Source: an optimization exercise on an open RTL-to-GDS flow (aim: small area, a short achievable clock period and few clock cycles). Production flows keep margins and buffers that such runs may drop. In this exercise RTL edits were held to simulation tests only and were not proved equivalent to the original. Power and IR drop assume default switching activity.

==> inputs of quartz <==
// ecc_point_arithmetic_gfp_top
module ecc_point_arithmetic_gfp_top #(
  parameter int FIELD_BITS = 31
) (
  input  logic                           clk,
  input  logic                           rst,
  input  logic                           in_valid,
  output logic                           in_ready,
  input  logic [1:0]                     kind,
  input  logic [FIELD_BITS-1:0]          p_x,
  input  logic [FIELD_BITS-1:0]          p_y,
  input  logic                           p_inf,
  input  logic [FIELD_BITS-1:0]          q_x,
  input  logic [FIELD_BITS-1:0]          q_y,
  input  logic                           q_inf,
  input  logic signed [epa_pkg::SCALAR_W-1:0] scalar,
  output logic                           out_valid,
  input  logic                           out_ready,
  output logic [FIELD_BITS-1:0]          r_x,
  output logic [FIELD_BITS-1:0]          r_y,
  output logic                           r_inf,
  output logic                           on_curve,
  input  logic                           psel,
  input  logic                           penable,
  input  logic                           pwrite,
  input  logic [epa_pkg::APB_AW-1:0]     paddr,
  input  logic [epa_pkg::APB_DW-1:0]     pwdata,
  output logic [epa_pkg::APB_DW-1:0]     prdata,
  output logic                           pready
);
==> flow/config.mk <==
export PLATFORM = sky130hd
export DESIGN_NAME = ecc_point_arithmetic_gfp_top
export DESIGN_NICKNAME = ecc_point_arithmetic_gfp_top
export VERILOG_FILES = /design/flow/design.v
export SDC_FILE = /design/flow/constraint.sdc
export NUM_CORES = 4
export LEC_CHECK = 0
export CAP_MARGIN = 20
export CORE_MARGIN = 2
export CORE_UTILIZATION = 60
export SETUP_SLACK_MARGIN = 4
export SLEW_MARGIN = 20
==> flow/constraint.sdc <==
create_clock -name core_clock -period 10.0 [get_ports {clk}]
set_input_delay 2.0000 -clock core_clock [delete_from_list [all_inputs] [get_ports {clk}]]
set_output_delay 2.0000 -clock core_clock [all_outputs]
set_load 0.01 [all_outputs]
run.sh (not shown) runs the stock make flow with config.mk's settings and CLKGATE_MAP_FILE= SYNTH_SCRIPT=/design/flow/synth_recipe.tcl, a recipe that flattens the netlist after the stock synthesis.
==> inputs of xenon, as changes to quartz <==
Settings changed: CORE_UTILIZATION 60 to 40, SETUP_SLACK_MARGIN 4 to 4.5.
==> comparison <==
Worst setup slack: xenon is better than quartz (0.18 ns).
In xenon the wire length is larger than in quartz, by 9.8%.
Against xenon, the sequential share of layout area of quartz is higher by 1.6 points.
Between quartz and xenon, the lower combinational power is in quartz (gap about 9%, measured against xenon).
Synthesized area is the same in xenon and quartz.
==> figures <==
quantity                                                 xenon      quartz
Origin of the critical flop-to-flop path                ma1[0]     res_s_r
Detailed-route wire length on metal 1                123000 um   110000 um
Post-detailed-route wirelength per cell                28.1 um     28.3 um
Outcome                       no timing/DRC/antenna violations  no timing/DRC/antenna violations
Data arrival time of the critical path                 6.35 ns     4.05 ns
Register share of total power                            0.233       0.244
Worst Slack Setup Final                                4.13 ns     3.95 ns
Length in cells of the worst reg-to-reg path                18          20
Area fraction of clock buffers and clock inverters      0.0407      0.0462
Detail Placement HPWL                                205000 um   189000 um
Fraction of power consumed by the clock network          0.174       0.189
Signal buffers                                             848         591
Testbench counts of quartz, summed over its fixed seeds: cycles 80,975.
Testbench counts of xenon, summed over its fixed seeds: cycles 80,975.

---

==> inputs of run C <==
Another version of the RTL of ecc_point_arithmetic_gfp_top (not shown whole).
Settings: LEC_CHECK=0, CAP_MARGIN=20, CORE_MARGIN=2, CORE_UTILIZATION=40, SETUP_SLACK_MARGIN=4, SLEW_MARGIN=20; clock period 10.0 ns.
==> run D: changes against run C <==
--- a/flow/design.v
+++ b/flow/design.v
@@ -285,19 +285,21 @@
   logic        g_ue, g_ve, g_gt, g_vz, g_stay;
   logic [3:0]  wdst, g_ra, g_rb;
   logic [1:0]  op_kind;
   logic        pinf, qinf, neg;
   logic [33:0] kreg, hreg;       
   logic        knz;
-  logic [6:0]  cnt;
+  logic [6:0]  cnt, cnt_nx;
+  logic        f_c0, f_c1, f_c2n;    
   logic [31:0] rda, rdb;
   logic [32:0] ss0, sc0, ssn0, scn0, ap0, ss1, sc1, ssn1, scn1, ap1;
   logic [31:0] ma0, mb0, ma1, mb1;
   logic [33:0] s3, c3, kneg, apn;
   logic [33:0] xa, yb, kk, u, w;
-  logic [31:0] res, res_r, r_gsh, r_base;
+  logic [31:0] res, res_r, r_gsh, r_base, res_a_r, res_w_r;
+  logic        res_s_r;
   logic        r_selw, r_gpick;      
   logic [3:0]  wd_r;
   logic        wv_r, fa_nx, fb_nx, vz_r;
   logic        wen, za;
   logic [2:0]  aop_nx;
   logic        c_xss, c_cin;
@@ -358,13 +360,13 @@
            ({32{oh[R_PX]}} & px_) | ({32{oh[R_PY]}} & py_) |
            ({32{oh[R_X]}} & x_) | ({32{oh[R_Y]}} & y_) | ({32{oh[R_Z]}} & z_) |
            ({32{oh[R_T1]}} & t1_) | ({32{oh[R_T2]}} & t2_) | ({32{oh[R_T3]}} & t3_);
   endfunction
   always_comb begin
     rda = rdoh(soa, modulus, curve_a, curve_b, am, px, py, rx, ry, rz, t1, t2, t3, res_r, rc2);
-    rdb = rdoh(sob, modulus, curve_a, curve_b, am, px, py, rx, ry, rz, t1, t2, t3, res_r, rc2);
+    rdb = rdoh(sob, '0, '0, '0, am, px, py, rx, ry, rz, t1, t2, t3, res_r, rc2);
     za  = (rda == 32'd0);
   end
   epa_alu #(
     .DG (DG)
   ) u_mul0 (
     .ss_i (ss0),
@@ -425,22 +427,23 @@
     apn = padd({2'b00, rda}, {3'b000, modulus}, 1'b0);
     r_selw  = (c_res[0] & ~w[33]) | (c_res[1] & u[33]);
     r_gpick = c_res[2] & (~rda[0] | ~rdb[0]);
     r_gsh   = !rda[0] ? {1'b0, rda[31:1]} : {1'b0, rdb[31:1]};
     r_base  = c_res[2] ? u[32:1] : u[31:0];
     res = r_selw ? w[31:0] : r_gpick ? r_gsh : r_base;
+    res_r = res_s_r ? res_w_r : res_a_r;
     if (op == epa_pkg::OP_ABSK) kneg = padd(~kreg, 34'd0, 1'b1);
     else kneg = padd(kreg, {kreg[32:0], 1'b0}, 1'b0);
     knz = kreg[33] ^ hreg[33];
   end
   always_comb begin
     case (cnd[3:0])
       epa_pkg::C_ZA:    cond = zf;
       epa_pkg::C_KMSB:  cond = knz;
       epa_pkg::C_DNEG:  cond = (op_kind == KIND_MUL) & kreg[33] & ~hreg[33];
-      epa_pkg::C_CNT0:  cond = (cnt == 7'd0);
+      epa_pkg::C_CNT0:  cond = f_c0;
       epa_pkg::C_KADD:  cond = (op_kind == KIND_ADD);
       epa_pkg::C_KDBL:  cond = (op_kind == KIND_DBL);
       epa_pkg::C_KMUL:  cond = (op_kind == KIND_MUL);
       epa_pkg::C_KCHK:  cond = (op_kind == KIND_CHK);
       epa_pkg::C_PINF:  cond = pinf;
       epa_pkg::C_QINF:  cond = qinf;
@@ -503,13 +506,13 @@
       endcase
     end
     case (op)
       epa_pkg::OP_ADD, epa_pkg::OP_SUB, epa_pkg::OP_RED: wen = 1'b1;
       epa_pkg::OP_DBLR: begin
         if (tgt[7]) begin
-          wen = (cnt != 7'(2 * epa_pkg::N_ITER));
+          wen = !f_c2n;
           if (wen) pc_nx = pc;
         end else begin
           wen = 1'b1;
           if (rc != tgt[6:0]) pc_nx = pc;
         end
       end
@@ -522,14 +525,14 @@
         if (cnd[3:0] == epa_pkg::C_ZA && !zph) pc_nx = pc;
         else if (cond) pc_nx = tgt;
       end
       epa_pkg::OP_CALL: pc_nx = tgt;
       epa_pkg::OP_CALLC: if (cond) pc_nx = tgt;
       epa_pkg::OP_RET:  pc_nx = ret;
-      epa_pkg::OP_SKIPZ: if (!knz && cnt != 7'd0) pc_nx = pc;
-      epa_pkg::OP_SHK:  if (cnt != 7'd1) pc_nx = tgt;
+      epa_pkg::OP_SKIPZ: if (!knz && !f_c0) pc_nx = pc;
+      epa_pkg::OP_SHK:  if (!f_c1) pc_nx = tgt;
       default: ;
     endcase
     if (stall) begin
       pc_nx = pc;
       wen   = 1'b0;
     end
@@ -555,12 +558,26 @@
     ov_nx   = (busy && op == epa_pkg::OP_FIN && !stall) | (out_valid & ~out_ready);
     if (rst) begin
       busy_nx = 1'b0;
       ov_nx   = 1'b0;
     end
   end
+  always_comb begin
+    cnt_nx = cnt;
+    if (busy && !stall) begin
+      case (op)
+        epa_pkg::OP_SKIPZ: if (!knz && !f_c0) cnt_nx = cnt - 7'd1;
+        epa_pkg::OP_SHK:   cnt_nx = cnt - 7'd1;
+        epa_pkg::OP_LDK:   cnt_nx = 7'd0;
+        epa_pkg::OP_GCD:   if (gst == G_UV && !g_vz) cnt_nx = cnt + 7'd1;
+        epa_pkg::OP_DBLR:  if (tgt[7] && !f_c2n) cnt_nx = cnt + 7'd1;
+        default: ;
+      endcase
+    end
+    if (in_ready) cnt_nx = 7'd33;
+  end
   always_ff @(posedge clk) begin
     busy      <= busy_nx;
     out_valid <= ov_nx;
     in_ready  <= ~busy_nx & ~ov_nx;
   end
   always_ff @(posedge clk) begin
@@ -573,13 +590,19 @@
       if (gst == G_UV) g_gtr <= g_gt;
     end else begin
       soa <= fa_nx ? 16'h8000 : 16'd1 << ir_nx[21:18];
       sob <= fb_nx ? 16'h8000 : 16'd1 << ir_nx[17:14];
       if (!(busy && op == epa_pkg::OP_GCD && stall)) gst <= G_UV;
     end
-    res_r <= res;
+    res_a_r <= r_gpick ? r_gsh : r_base;
+    res_w_r <= w[31:0];
+    res_s_r <= r_selw;
+    cnt   <= cnt_nx;
+    f_c0  <= (cnt_nx == 7'd0);
+    f_c1  <= (cnt_nx == 7'd1);
+    f_c2n <= (cnt_nx == 7'(2 * epa_pkg::N_ITER));
     wd_r  <= wdst;
     wv_r  <= busy & wen;
     vz_r  <= (((wv_r && wd_r == R_T2) ? res_r : t2) == 32'd0);
     c_xss <= (aop_nx == A_CPA);
     c_cu  <= cp1_nx;
     c_cin <= (aop_nx == A_SUB) | (aop_nx == A_RED) | (aop_nx == A_GCD);
@@ -635,25 +658,20 @@
     end
     if (busy && !stall) begin
       if (op == epa_pkg::OP_DBLR) rc <= (rc == tgt[6:0]) ? 7'd0 : rc + 7'd1;
       else rc <= 7'd0;
       if (op == epa_pkg::OP_CALL || (op == epa_pkg::OP_CALLC && cond)) ret <= pc + 8'd1;
       case (op)
-        epa_pkg::OP_SKIPZ: if (!knz && cnt != 7'd0) begin
+        epa_pkg::OP_SKIPZ: if (!knz && !f_c0) begin
           kreg <= kreg << 1;
           hreg <= hreg << 1;
-          cnt  <= cnt - 7'd1;
         end
         epa_pkg::OP_SHK: begin
           kreg <= kreg << 1;
           hreg <= hreg << 1;
-          cnt  <= cnt - 7'd1;
         end
-        epa_pkg::OP_LDK:  cnt <= 7'd0;
-        epa_pkg::OP_GCD:  if (gst == G_UV && !g_vz) cnt <= cnt + 7'd1;
-        epa_pkg::OP_DBLR: if (tgt[7] && cnt != 7'(2 * epa_pkg::N_ITER)) cnt <= cnt + 7'd1;
         epa_pkg::OP_ABSK: if (neg) kreg <= {2'b00, kneg[31:0]};
         epa_pkg::OP_LDH:  hreg <= kneg;
         epa_pkg::OP_FIN: begin
           r_inf    <= tgt[0];
           on_curve <= tgt[1];
         end
@@ -666,13 +684,12 @@
       px      <= {1'b0, p_x};
       py      <= {1'b0, p_y};
       rx      <= {1'b0, (kind == KIND_ADD) ? q_x : p_x};
       ry      <= {1'b0, (kind == KIND_ADD) ? q_y : p_y};
       kreg    <= {2'b00, scalar};
       neg     <= scalar[31];
-      cnt     <= 7'd33;
       op_kind <= kind;
       pinf    <= p_inf;
       qinf    <= q_inf;
     end else if (wv_r) begin
       case (wd_r)
         R_AM: am <= res_r;
CORE_UTILIZATION = 50   (was 40)
==> run H: changes against run C <==
--- a/flow/design.v
+++ b/flow/design.v
@@ -285,19 +285,21 @@
   logic        g_ue, g_ve, g_gt, g_vz, g_stay;
   logic [3:0]  wdst, g_ra, g_rb;
   logic [1:0]  op_kind;
   logic        pinf, qinf, neg;
   logic [33:0] kreg, hreg;       
   logic        knz;
-  logic [6:0]  cnt;
+  logic [6:0]  cnt, cnt_nx;
+  logic        f_c0, f_c1, f_c2n;    
   logic [31:0] rda, rdb;
   logic [32:0] ss0, sc0, ssn0, scn0, ap0, ss1, sc1, ssn1, scn1, ap1;
   logic [31:0] ma0, mb0, ma1, mb1;
   logic [33:0] s3, c3, kneg, apn;
   logic [33:0] xa, yb, kk, u, w;
-  logic [31:0] res, res_r, r_gsh, r_base;
+  logic [31:0] res, res_r, r_gsh, r_base, res_a_r, res_w_r;
+  logic        res_s_r;
   logic        r_selw, r_gpick;      
   logic [3:0]  wd_r;
   logic        wv_r, fa_nx, fb_nx, vz_r;
   logic        wen, za;
   logic [2:0]  aop_nx;
   logic        c_xss, c_cin;
@@ -358,13 +360,13 @@
            ({32{oh[R_PX]}} & px_) | ({32{oh[R_PY]}} & py_) |
            ({32{oh[R_X]}} & x_) | ({32{oh[R_Y]}} & y_) | ({32{oh[R_Z]}} & z_) |
            ({32{oh[R_T1]}} & t1_) | ({32{oh[R_T2]}} & t2_) | ({32{oh[R_T3]}} & t3_);
   endfunction
   always_comb begin
     rda = rdoh(soa, modulus, curve_a, curve_b, am, px, py, rx, ry, rz, t1, t2, t3, res_r, rc2);
-    rdb = rdoh(sob, modulus, curve_a, curve_b, am, px, py, rx, ry, rz, t1, t2, t3, res_r, rc2);
+    rdb = rdoh(sob, '0, '0, '0, am, px, py, rx, ry, rz, t1, t2, t3, res_r, rc2);
     za  = (rda == 32'd0);
   end
   epa_alu #(
     .DG (DG)
   ) u_mul0 (
     .ss_i (ss0),
@@ -425,22 +427,23 @@
     apn = padd({2'b00, rda}, {3'b000, modulus}, 1'b0);
     r_selw  = (c_res[0] & ~w[33]) | (c_res[1] & u[33]);
     r_gpick = c_res[2] & (~rda[0] | ~rdb[0]);
     r_gsh   = !rda[0] ? {1'b0, rda[31:1]} : {1'b0, rdb[31:1]};
     r_base  = c_res[2] ? u[32:1] : u[31:0];
     res = r_selw ? w[31:0] : r_gpick ? r_gsh : r_base;
+    res_r = res_s_r ? res_w_r : res_a_r;
     if (op == epa_pkg::OP_ABSK) kneg = padd(~kreg, 34'd0, 1'b1);
     else kneg = padd(kreg, {kreg[32:0], 1'b0}, 1'b0);
     knz = kreg[33] ^ hreg[33];
   end
   always_comb begin
     case (cnd[3:0])
       epa_pkg::C_ZA:    cond = zf;
       epa_pkg::C_KMSB:  cond = knz;
       epa_pkg::C_DNEG:  cond = (op_kind == KIND_MUL) & kreg[33] & ~hreg[33];
-      epa_pkg::C_CNT0:  cond = (cnt == 7'd0);
+      epa_pkg::C_CNT0:  cond = f_c0;
       epa_pkg::C_KADD:  cond = (op_kind == KIND_ADD);
       epa_pkg::C_KDBL:  cond = (op_kind == KIND_DBL);
       epa_pkg::C_KMUL:  cond = (op_kind == KIND_MUL);
       epa_pkg::C_KCHK:  cond = (op_kind == KIND_CHK);
       epa_pkg::C_PINF:  cond = pinf;
       epa_pkg::C_QINF:  cond = qinf;
@@ -503,13 +506,13 @@
       endcase
     end
     case (op)
       epa_pkg::OP_ADD, epa_pkg::OP_SUB, epa_pkg::OP_RED: wen = 1'b1;
       epa_pkg::OP_DBLR: begin
         if (tgt[7]) begin
-          wen = (cnt != 7'(2 * epa_pkg::N_ITER));
+          wen = !f_c2n;
           if (wen) pc_nx = pc;
         end else begin
           wen = 1'b1;
           if (rc != tgt[6:0]) pc_nx = pc;
         end
       end
@@ -522,14 +525,14 @@
         if (cnd[3:0] == epa_pkg::C_ZA && !zph) pc_nx = pc;
         else if (cond) pc_nx = tgt;
       end
       epa_pkg::OP_CALL: pc_nx = tgt;
       epa_pkg::OP_CALLC: if (cond) pc_nx = tgt;
       epa_pkg::OP_RET:  pc_nx = ret;
-      epa_pkg::OP_SKIPZ: if (!knz && cnt != 7'd0) pc_nx = pc;
-      epa_pkg::OP_SHK:  if (cnt != 7'd1) pc_nx = tgt;
+      epa_pkg::OP_SKIPZ: if (!knz && !f_c0) pc_nx = pc;
+      epa_pkg::OP_SHK:  if (!f_c1) pc_nx = tgt;
       default: ;
     endcase
     if (stall) begin
       pc_nx = pc;
       wen   = 1'b0;
     end
@@ -555,12 +558,26 @@
     ov_nx   = (busy && op == epa_pkg::OP_FIN && !stall) | (out_valid & ~out_ready);
     if (rst) begin
       busy_nx = 1'b0;
       ov_nx   = 1'b0;
     end
   end
+  always_comb begin
+    cnt_nx = cnt;
+    if (busy && !stall) begin
+      case (op)
+        epa_pkg::OP_SKIPZ: if (!knz && !f_c0) cnt_nx = cnt - 7'd1;
+        epa_pkg::OP_SHK:   cnt_nx = cnt - 7'd1;
+        epa_pkg::OP_LDK:   cnt_nx = 7'd0;
+        epa_pkg::OP_GCD:   if (gst == G_UV && !g_vz) cnt_nx = cnt + 7'd1;
+        epa_pkg::OP_DBLR:  if (tgt[7] && !f_c2n) cnt_nx = cnt + 7'd1;
+        default: ;
+      endcase
+    end
+    if (in_ready) cnt_nx = 7'd33;
+  end
   always_ff @(posedge clk) begin
     busy      <= busy_nx;
     out_valid <= ov_nx;
     in_ready  <= ~busy_nx & ~ov_nx;
   end
   always_ff @(posedge clk) begin
@@ -573,13 +590,19 @@
       if (gst == G_UV) g_gtr <= g_gt;
     end else begin
       soa <= fa_nx ? 16'h8000 : 16'd1 << ir_nx[21:18];
       sob <= fb_nx ? 16'h8000 : 16'd1 << ir_nx[17:14];
       if (!(busy && op == epa_pkg::OP_GCD && stall)) gst <= G_UV;
     end
-    res_r <= res;
+    res_a_r <= r_gpick ? r_gsh : r_base;
+    res_w_r <= w[31:0];
+    res_s_r <= r_selw;
+    cnt   <= cnt_nx;
+    f_c0  <= (cnt_nx == 7'd0);
+    f_c1  <= (cnt_nx == 7'd1);
+    f_c2n <= (cnt_nx == 7'(2 * epa_pkg::N_ITER));
     wd_r  <= wdst;
     wv_r  <= busy & wen;
     vz_r  <= (((wv_r && wd_r == R_T2) ? res_r : t2) == 32'd0);
     c_xss <= (aop_nx == A_CPA);
     c_cu  <= cp1_nx;
     c_cin <= (aop_nx == A_SUB) | (aop_nx == A_RED) | (aop_nx == A_GCD);
@@ -635,25 +658,20 @@
     end
     if (busy && !stall) begin
       if (op == epa_pkg::OP_DBLR) rc <= (rc == tgt[6:0]) ? 7'd0 : rc + 7'd1;
       else rc <= 7'd0;
       if (op == epa_pkg::OP_CALL || (op == epa_pkg::OP_CALLC && cond)) ret <= pc + 8'd1;
       case (op)
-        epa_pkg::OP_SKIPZ: if (!knz && cnt != 7'd0) begin
+        epa_pkg::OP_SKIPZ: if (!knz && !f_c0) begin
           kreg <= kreg << 1;
           hreg <= hreg << 1;
-          cnt  <= cnt - 7'd1;
         end
         epa_pkg::OP_SHK: begin
           kreg <= kreg << 1;
           hreg <= hreg << 1;
-          cnt  <= cnt - 7'd1;
         end
-        epa_pkg::OP_LDK:  cnt <= 7'd0;
-        epa_pkg::OP_GCD:  if (gst == G_UV && !g_vz) cnt <= cnt + 7'd1;
-        epa_pkg::OP_DBLR: if (tgt[7] && cnt != 7'(2 * epa_pkg::N_ITER)) cnt <= cnt + 7'd1;
         epa_pkg::OP_ABSK: if (neg) kreg <= {2'b00, kneg[31:0]};
         epa_pkg::OP_LDH:  hreg <= kneg;
         epa_pkg::OP_FIN: begin
           r_inf    <= tgt[0];
           on_curve <= tgt[1];
         end
@@ -666,13 +684,12 @@
       px      <= {1'b0, p_x};
       py      <= {1'b0, p_y};
       rx      <= {1'b0, (kind == KIND_ADD) ? q_x : p_x};
       ry      <= {1'b0, (kind == KIND_ADD) ? q_y : p_y};
       kreg    <= {2'b00, scalar};
       neg     <= scalar[31];
-      cnt     <= 7'd33;
       op_kind <= kind;
       pinf    <= p_inf;
       qinf    <= q_inf;
     end else if (wv_r) begin
       case (wd_r)
         R_AM: am <= res_r;
==> run E: changes against run C <==
--- a/flow/design.v
+++ b/flow/design.v
@@ -285,19 +285,21 @@
   logic        g_ue, g_ve, g_gt, g_vz, g_stay;
   logic [3:0]  wdst, g_ra, g_rb;
   logic [1:0]  op_kind;
   logic        pinf, qinf, neg;
   logic [33:0] kreg, hreg;       
   logic        knz;
-  logic [6:0]  cnt;
+  logic [6:0]  cnt, cnt_nx;
+  logic        f_c0, f_c1, f_c2n;    
   logic [31:0] rda, rdb;
   logic [32:0] ss0, sc0, ssn0, scn0, ap0, ss1, sc1, ssn1, scn1, ap1;
   logic [31:0] ma0, mb0, ma1, mb1;
   logic [33:0] s3, c3, kneg, apn;
   logic [33:0] xa, yb, kk, u, w;
-  logic [31:0] res, res_r, r_gsh, r_base;
+  logic [31:0] res, res_r, r_gsh, r_base, res_a_r, res_w_r;
+  logic        res_s_r;
   logic        r_selw, r_gpick;      
   logic [3:0]  wd_r;
   logic        wv_r, fa_nx, fb_nx, vz_r;
   logic        wen, za;
   logic [2:0]  aop_nx;
   logic        c_xss, c_cin;
@@ -358,13 +360,13 @@
            ({32{oh[R_PX]}} & px_) | ({32{oh[R_PY]}} & py_) |
            ({32{oh[R_X]}} & x_) | ({32{oh[R_Y]}} & y_) | ({32{oh[R_Z]}} & z_) |
            ({32{oh[R_T1]}} & t1_) | ({32{oh[R_T2]}} & t2_) | ({32{oh[R_T3]}} & t3_);
   endfunction
   always_comb begin
     rda = rdoh(soa, modulus, curve_a, curve_b, am, px, py, rx, ry, rz, t1, t2, t3, res_r, rc2);
-    rdb = rdoh(sob, modulus, curve_a, curve_b, am, px, py, rx, ry, rz, t1, t2, t3, res_r, rc2);
+    rdb = rdoh(sob, '0, '0, '0, am, px, py, rx, ry, rz, t1, t2, t3, res_r, rc2);
     za  = (rda == 32'd0);
   end
   epa_alu #(
     .DG (DG)
   ) u_mul0 (
     .ss_i (ss0),
@@ -425,22 +427,23 @@
     apn = padd({2'b00, rda}, {3'b000, modulus}, 1'b0);
     r_selw  = (c_res[0] & ~w[33]) | (c_res[1] & u[33]);
     r_gpick = c_res[2] & (~rda[0] | ~rdb[0]);
     r_gsh   = !rda[0] ? {1'b0, rda[31:1]} : {1'b0, rdb[31:1]};
     r_base  = c_res[2] ? u[32:1] : u[31:0];
     res = r_selw ? w[31:0] : r_gpick ? r_gsh : r_base;
+    res_r = res_s_r ? res_w_r : res_a_r;
     if (op == epa_pkg::OP_ABSK) kneg = padd(~kreg, 34'd0, 1'b1);
     else kneg = padd(kreg, {kreg[32:0], 1'b0}, 1'b0);
     knz = kreg[33] ^ hreg[33];
   end
   always_comb begin
     case (cnd[3:0])
       epa_pkg::C_ZA:    cond = zf;
       epa_pkg::C_KMSB:  cond = knz;
       epa_pkg::C_DNEG:  cond = (op_kind == KIND_MUL) & kreg[33] & ~hreg[33];
-      epa_pkg::C_CNT0:  cond = (cnt == 7'd0);
+      epa_pkg::C_CNT0:  cond = f_c0;
       epa_pkg::C_KADD:  cond = (op_kind == KIND_ADD);
       epa_pkg::C_KDBL:  cond = (op_kind == KIND_DBL);
       epa_pkg::C_KMUL:  cond = (op_kind == KIND_MUL);
       epa_pkg::C_KCHK:  cond = (op_kind == KIND_CHK);
       epa_pkg::C_PINF:  cond = pinf;
       epa_pkg::C_QINF:  cond = qinf;
@@ -503,13 +506,13 @@
       endcase
     end
     case (op)
       epa_pkg::OP_ADD, epa_pkg::OP_SUB, epa_pkg::OP_RED: wen = 1'b1;
       epa_pkg::OP_DBLR: begin
         if (tgt[7]) begin
-          wen = (cnt != 7'(2 * epa_pkg::N_ITER));
+          wen = !f_c2n;
           if (wen) pc_nx = pc;
         end else begin
           wen = 1'b1;
           if (rc != tgt[6:0]) pc_nx = pc;
         end
       end
@@ -522,14 +525,14 @@
         if (cnd[3:0] == epa_pkg::C_ZA && !zph) pc_nx = pc;
         else if (cond) pc_nx = tgt;
       end
       epa_pkg::OP_CALL: pc_nx = tgt;
       epa_pkg::OP_CALLC: if (cond) pc_nx = tgt;
       epa_pkg::OP_RET:  pc_nx = ret;
-      epa_pkg::OP_SKIPZ: if (!knz && cnt != 7'd0) pc_nx = pc;
-      epa_pkg::OP_SHK:  if (cnt != 7'd1) pc_nx = tgt;
+      epa_pkg::OP_SKIPZ: if (!knz && !f_c0) pc_nx = pc;
+      epa_pkg::OP_SHK:  if (!f_c1) pc_nx = tgt;
       default: ;
     endcase
     if (stall) begin
       pc_nx = pc;
       wen   = 1'b0;
     end
@@ -555,12 +558,26 @@
     ov_nx   = (busy && op == epa_pkg::OP_FIN && !stall) | (out_valid & ~out_ready);
     if (rst) begin
       busy_nx = 1'b0;
       ov_nx   = 1'b0;
     end
   end
+  always_comb begin
+    cnt_nx = cnt;
+    if (busy && !stall) begin
+      case (op)
+        epa_pkg::OP_SKIPZ: if (!knz && !f_c0) cnt_nx = cnt - 7'd1;
+        epa_pkg::OP_SHK:   cnt_nx = cnt - 7'd1;
+        epa_pkg::OP_LDK:   cnt_nx = 7'd0;
+        epa_pkg::OP_GCD:   if (gst == G_UV && !g_vz) cnt_nx = cnt + 7'd1;
+        epa_pkg::OP_DBLR:  if (tgt[7] && !f_c2n) cnt_nx = cnt + 7'd1;
+        default: ;
+      endcase
+    end
+    if (in_ready) cnt_nx = 7'd33;
+  end
   always_ff @(posedge clk) begin
     busy      <= busy_nx;
     out_valid <= ov_nx;
     in_ready  <= ~busy_nx & ~ov_nx;
   end
   always_ff @(posedge clk) begin
@@ -573,13 +590,19 @@
       if (gst == G_UV) g_gtr <= g_gt;
     end else begin
       soa <= fa_nx ? 16'h8000 : 16'd1 << ir_nx[21:18];
       sob <= fb_nx ? 16'h8000 : 16'd1 << ir_nx[17:14];
       if (!(busy && op == epa_pkg::OP_GCD && stall)) gst <= G_UV;
     end
-    res_r <= res;
+    res_a_r <= r_gpick ? r_gsh : r_base;
+    res_w_r <= w[31:0];
+    res_s_r <= r_selw;
+    cnt   <= cnt_nx;
+    f_c0  <= (cnt_nx == 7'd0);
+    f_c1  <= (cnt_nx == 7'd1);
+    f_c2n <= (cnt_nx == 7'(2 * epa_pkg::N_ITER));
     wd_r  <= wdst;
     wv_r  <= busy & wen;
     vz_r  <= (((wv_r && wd_r == R_T2) ? res_r : t2) == 32'd0);
     c_xss <= (aop_nx == A_CPA);
     c_cu  <= cp1_nx;
     c_cin <= (aop_nx == A_SUB) | (aop_nx == A_RED) | (aop_nx == A_GCD);
@@ -635,25 +658,20 @@
     end
     if (busy && !stall) begin
       if (op == epa_pkg::OP_DBLR) rc <= (rc == tgt[6:0]) ? 7'd0 : rc + 7'd1;
       else rc <= 7'd0;
       if (op == epa_pkg::OP_CALL || (op == epa_pkg::OP_CALLC && cond)) ret <= pc + 8'd1;
       case (op)
-        epa_pkg::OP_SKIPZ: if (!knz && cnt != 7'd0) begin
+        epa_pkg::OP_SKIPZ: if (!knz && !f_c0) begin
           kreg <= kreg << 1;
           hreg <= hreg << 1;
-          cnt  <= cnt - 7'd1;
         end
         epa_pkg::OP_SHK: begin
           kreg <= kreg << 1;
           hreg <= hreg << 1;
-          cnt  <= cnt - 7'd1;
         end
-        epa_pkg::OP_LDK:  cnt <= 7'd0;
-        epa_pkg::OP_GCD:  if (gst == G_UV && !g_vz) cnt <= cnt + 7'd1;
-        epa_pkg::OP_DBLR: if (tgt[7] && cnt != 7'(2 * epa_pkg::N_ITER)) cnt <= cnt + 7'd1;
         epa_pkg::OP_ABSK: if (neg) kreg <= {2'b00, kneg[31:0]};
         epa_pkg::OP_LDH:  hreg <= kneg;
         epa_pkg::OP_FIN: begin
           r_inf    <= tgt[0];
           on_curve <= tgt[1];
         end
@@ -666,13 +684,12 @@
       px      <= {1'b0, p_x};
       py      <= {1'b0, p_y};
       rx      <= {1'b0, (kind == KIND_ADD) ? q_x : p_x};
       ry      <= {1'b0, (kind == KIND_ADD) ? q_y : p_y};
       kreg    <= {2'b00, scalar};
       neg     <= scalar[31];
-      cnt     <= 7'd33;
       op_kind <= kind;
       pinf    <= p_inf;
       qinf    <= q_inf;
     end else if (wv_r) begin
       case (wd_r)
         R_AM: am <= res_r;
CORE_UTILIZATION = 50   (was 40)
SETUP_SLACK_MARGIN = 4.25   (was 4)
==> comparison table <==
	run H	run C	run D	run E
Slew HR	28.0%	21.2%	19.6%	23.4%
Status	complete, no violations	complete, no violations	complete, no violations	complete, no violations
Maximum operating frequency	165 MHz	162 MHz	167 MHz	173 MHz
Capture instance of the worst register-to-register path	ss0[9]	res_r[0]	ss0[17]	res_a_r[30]
Setup slack after layout	3.96 ns	3.83 ns	4.02 ns	4.22 ns
Starting DRC count in detailed routing	7699	8698	7836	8409
Design Power	23.9 mW	27.2 mW	24.7 mW	24.8 mW
Tapcell count	2542	2542	2058	2058
Clock-cell share of area	4.04%	4.37%	4.58%	4.43%
Synthesized-area fraction occupied by adder cells	16.8%	16.8%	16.8%	16.8%
Hold slack	0.459 ns	0.515 ns	0.438 ns	0.449 ns
Clock net power	4.21 mW	4.52 mW	4.66 mW	4.54 mW
Combinational cell power	13.8 mW	16.7 mW	14.2 mW	14.4 mW
Testbench counts of run C, summed over its fixed seeds: cycles 80,975.
Testbench counts of run D, summed over its fixed seeds: cycles 80,975.
Testbench counts of run H, summed over its fixed seeds: cycles 80,975.
Testbench counts of run E, summed over its fixed seeds: cycles 80,975.

port drivers added, routing unchanged:
Ports are ideal in the flow. The routed layouts listed here were re-timed in OpenROAD.
Step 1 assumes that a clkbuf_16 drives the clock port and a buf_2 every other input.
Step 2 adds t to the input delays and takes it off the output delays; t is the mean of the earliest and latest rising clock arrival at the registers after step 1. Input paths then give back, and output paths get back, about the clock's delay inside the block.
Slacks: no drivers / after step 1 / after step 2; pairs: no drivers / after step 1.
| run | t, ns | slack for setup (ns) | clock arrival spread, ns | worst register clock-pin slew, ns |
|---|---|---|---|---|
| quartz | 0.859 | 3.950 / 3.926 / 3.926 | 0.129 / 0.130 | 0.07 / 0.07 |
| xenon | 0.848 | 4.131 / 4.131 / 4.131 | 0.077 / 0.077 | 0.07 / 0.07 |
| run C | 0.861 | 3.826 / 3.826 / 3.826 | 0.069 / 0.070 | 0.07 / 0.07 |
| run D | 0.857 | 4.021 / 3.975 / 3.975 | 0.099 / 0.100 | 0.08 / 0.08 |
| run H | 0.839 | 3.957 / 3.928 / 3.928 | 0.094 / 0.094 | 0.07 / 0.07 |
| run E | 0.861 | 4.222 / 4.194 / 4.194 | 0.095 / 0.096 | 0.07 / 0.07 |
After both steps every run listed still meets setup and hold. For run D, which loses most, drivers alone change the setup slack by -0.046 ns; drivers and shift together by -0.046 ns.
